Source: an optimization exercise on an open RTL-to-GDS flow (aim: a short achievable clock period and few clock cycles). Production flows keep margins and buffers that such runs may drop. The RTL was checked by simulation tests, not by an equivalence proof against the original design. Power is estimated from default activity; no workload was simulated.

Design mipsCore, start of the top module:
module mipsCore #(
	parameter mipsCorePkg::word_t resetPc = '0
) (
	input logic clk,
	input logic rstN,
	output mipsCorePkg::word_t instrAddr,
	input mipsCorePkg::word_t instr,
	output mipsCorePkg::word_t dataAddr,
	output mipsCorePkg::word_t dataWrData,
	output logic dataWrEn,
	input mipsCorePkg::word_t dataRdData
);
Settings: LEC_CHECK=0, CAP_MARGIN=20, CORE_MARGIN=2, CORE_UTILIZATION=50, PLACE_DENSITY=0.65, SLEW_MARGIN=20; clock period 11.0 ns.
standard.sh (not shown) runs the stock make flow with config.mk's settings and CLKGATE_MAP_FILE= SYNTH_SCRIPT=/design/flow/synth_recipe.tcl, a recipe that flattens the netlist after the stock synthesis.
==> flow/flow/run.sh <==
#!/bin/bash
# The standard layout (the standard.sh, unchanged synthesis), with the
# timing repair steps aiming for extra setup slack so that the achieved
# period is pushed below the design's period. The SDC is not changed.
set -o pipefail
export SETUP_SLACK_MARGIN=$(cat flow/setup_margin.txt)
cp standard.sh standard.sh.log
bash standard.sh > standard_run.log 2>&1
==> flow/flow/setup_margin.txt <==
7.6
The baseline completed without violations.
Testbench counts at the start, summed over its fixed seeds: cycles 49,692.
Rerun with:
--- a/flow/design.v
+++ b/flow/design.v
@@ -138,22 +138,23 @@
 	word_t aluOutM, storeDataM, memAddrM;
 	logic loadFwdCE;
 	regAddr_t destM;
 	logic loadM, storeM;
 	word_t resultW;
 	regAddr_t destW;
 	logic [5:0] opD, fnD;
 	regAddr_t rsD, rtD, rdD;
 	logic isR, isAddu, isSubu, isAnd, isOr, isSlt, isSll, isJr;
 	logic isAddiu, isOri, isLui, isLw, isSw, isBeq, isBne, isJ, isJal;
 	logic useA, useB, predTakenD, stallD, misE;
+	logic zeroE, resolveD, takenD;
 	regAddr_t destD;
 	word_t immD, brTargetD, jTargetD, linkD, rdDataA, rdDataB, regAD, regBD, resultM;
 	logic fwdAD, fwdBD;
 	assign opD = instrD[31:26];
 	assign fnD = instrD[5:0];
 	assign rsD = instrD[25:21];
 	assign rtD = instrD[20:16];
 	assign rdD = instrD[15:11];
 	assign isR = (opD == 6'h00);
 	assign isSll = isR && fnD == 6'h00;
 	assign isJr = isR && fnD == 6'h08;
@@ -203,35 +204,41 @@
 		else
 			regAD = rdDataA;
 		if (destM != '0 && destM == rtD)
 			regBD = resultM;
 		else if (destW != '0 && destW == rtD)
 			regBD = resultW;
 		else
 			regBD = rdDataB;
 	end
 	assign fwdAD = useA && rsD == destE;
 	assign fwdBD = useB && rtD == destE;
+	assign resolveD = (isBeq || isBne) && destE != '0 && !loadE &&
+		(opAddE || opSubE || opAndE || opOrE) &&
+		((rsD == destE && rtD == '0) || (rtD == destE && rsD == '0));
+	assign takenD = zeroE ^ isBne;
 	assign stallD = loadE && ((useA && rsD == destE) || (useB && !isSw && rtD == destE));
 	word_t pcNextF, pcPlus4F, redirectE, aE, bE, cE, yE;
 	assign pcPlus4F = pcF + 32'd4;
 	assign redirectE = jrE ? aE : altPcE;
 	always_comb begin
 		if (misE)
 			pcNextF = redirectE;
 		else if (stallD)
 			pcNextF = pcF;
 		else if (isJ || isJal)
 			pcNextF = jTargetD;
 		else if (isJr)
 			pcNextF = linkPred;
+		else if (resolveD)
+			pcNextF = takenD ? brTargetD : pcPlus4F;
 		else if (predTakenD)
 			pcNextF = brTargetD;
 		else
 			pcNextF = pcPlus4F;
 	end
 	always_ff @(posedge clk or negedge rstN) begin
 		if (!rstN) begin
 			pcF <= resetPc;
 			instrD <= '0;
 			flipD <= 1'b0;
 			linkPred <= '0;
@@ -258,24 +265,24 @@
 	always_ff @(posedge clk or negedge rstN) begin
 		if (!rstN) begin
 			destE <= '0;
 			{loadE, storeE, ctlE, brE, jrE} <= '0;
 		end else if (stallD) begin
 			destE <= '0;
 			{loadE, storeE, ctlE, brE, jrE} <= '0;
 		end else begin
 			destE <= destD;
 			loadE <= isLw;
 			storeE <= isSw;
-			ctlE <= isBeq || isBne || isJr;
-			brE <= isBeq || isBne;
+			ctlE <= ((isBeq || isBne) && !resolveD) || isJr;
+			brE <= (isBeq || isBne) && !resolveD;
 			jrE <= isJr;
 		end
 	end
 	logic immOpD, subD, fwdAE_D, fwdBE_D;
 	word_t luiImmD, otherAD, otherBD, otherBxD;
 	assign immOpD = isAddiu || isOri || isLw || isSw;
 	assign subD = isSubu || isSlt;
 	assign luiImmD = {instrD[15:0], 16'b0};
 	assign fwdAE_D = fwdAD && !(isJal || isLui);
 	assign fwdBE_D = fwdBD && !(immOpD || isLui || isJal || isJr);
 	assign otherAD = isJal ? linkD : (isLui ? '0 : regAD);
@@ -330,22 +337,34 @@
 				bht[i] <= 2'd1;
 		end else if (bhtUpdM) begin
 			if (bhtDisagreeM) begin
 				if (bht[bhtIdxM] != 2'd3)
 					bht[bhtIdxM] <= bht[bhtIdxM] + 2'd1;
 			end else begin
 				if (bht[bhtIdxM] != 2'd0)
 					bht[bhtIdxM] <= bht[bhtIdxM] - 2'd1;
 			end
 		end
 	end
+	word_t zAddX;
+	assign zAddX = (aE ^ srcBxE) ^ {aE[30:0] | srcBxE[30:0], 1'b0};
+	always_comb begin
+		if (opAddE)
+			zeroE = (zAddX == '0);
+		else if (opSubE)
+			zeroE = eqE;
+		else if (opOrE)
+			zeroE = ((aE | bE) == '0);
+		else
+			zeroE = ((aE & bE) == '0);
+	end
 	always_ff @(posedge clk or negedge rstN) begin
 		if (!rstN) begin
 			{destM, loadM, storeM} <= '0;
 			destW <= '0;
 		end else begin
 			{destM, loadM, storeM} <= {destE, loadE, storeE};
 			destW <= destM;
 		end
 	end
 	always_ff @(posedge clk) begin
 		memAddrM <= yE;
=> Global-route usage rose by 1.0 points; setup slack improves by 12 ps; sequential share of layout area fell by 1.1 points; total power rose by 4.1%; non-clock buffer count rose by 55; clock-buffer cell count rose by 36.
Testbench counts after the change, summed over its fixed seeds: cycles 49,118.

-- port drivers added, routing unchanged --
No port has a modelled driver above. Below, the same layouts with a new extraction and two added sets of constraints.
Step 1, drivers: a clkbuf_16 drives clk and a buf_2 each remaining input, both assumed.
Step 2 moves the port delays by t, midway between the first and last clock arrival at a register: inputs arrive t later, outputs are due t later. That takes back most of the time a late clock gives input paths.
Slacks: ideal ports / drivers / drivers and shift; pairs: ideal ports / drivers.
| run | shift t [ns] | setup slack, ns | worst hold slack (ns) | clock arrival spread, ns |
|---|---|---|---|---|
| the first run | 0.943 | 7.393 / 7.333 / 6.791 | 0.327 / 0.327 / 0.327 | 0.045 / 0.044 |
| the second run | 0.922 | 7.405 / 7.335 / 6.648 | 0.324 / 0.324 / 0.324 | 0.054 / 0.053 |
After both steps every run listed still meets setup and hold. The setup slack of the second run, which loses most, moves by -0.070 ns with the drivers and by -0.757 ns with both steps.
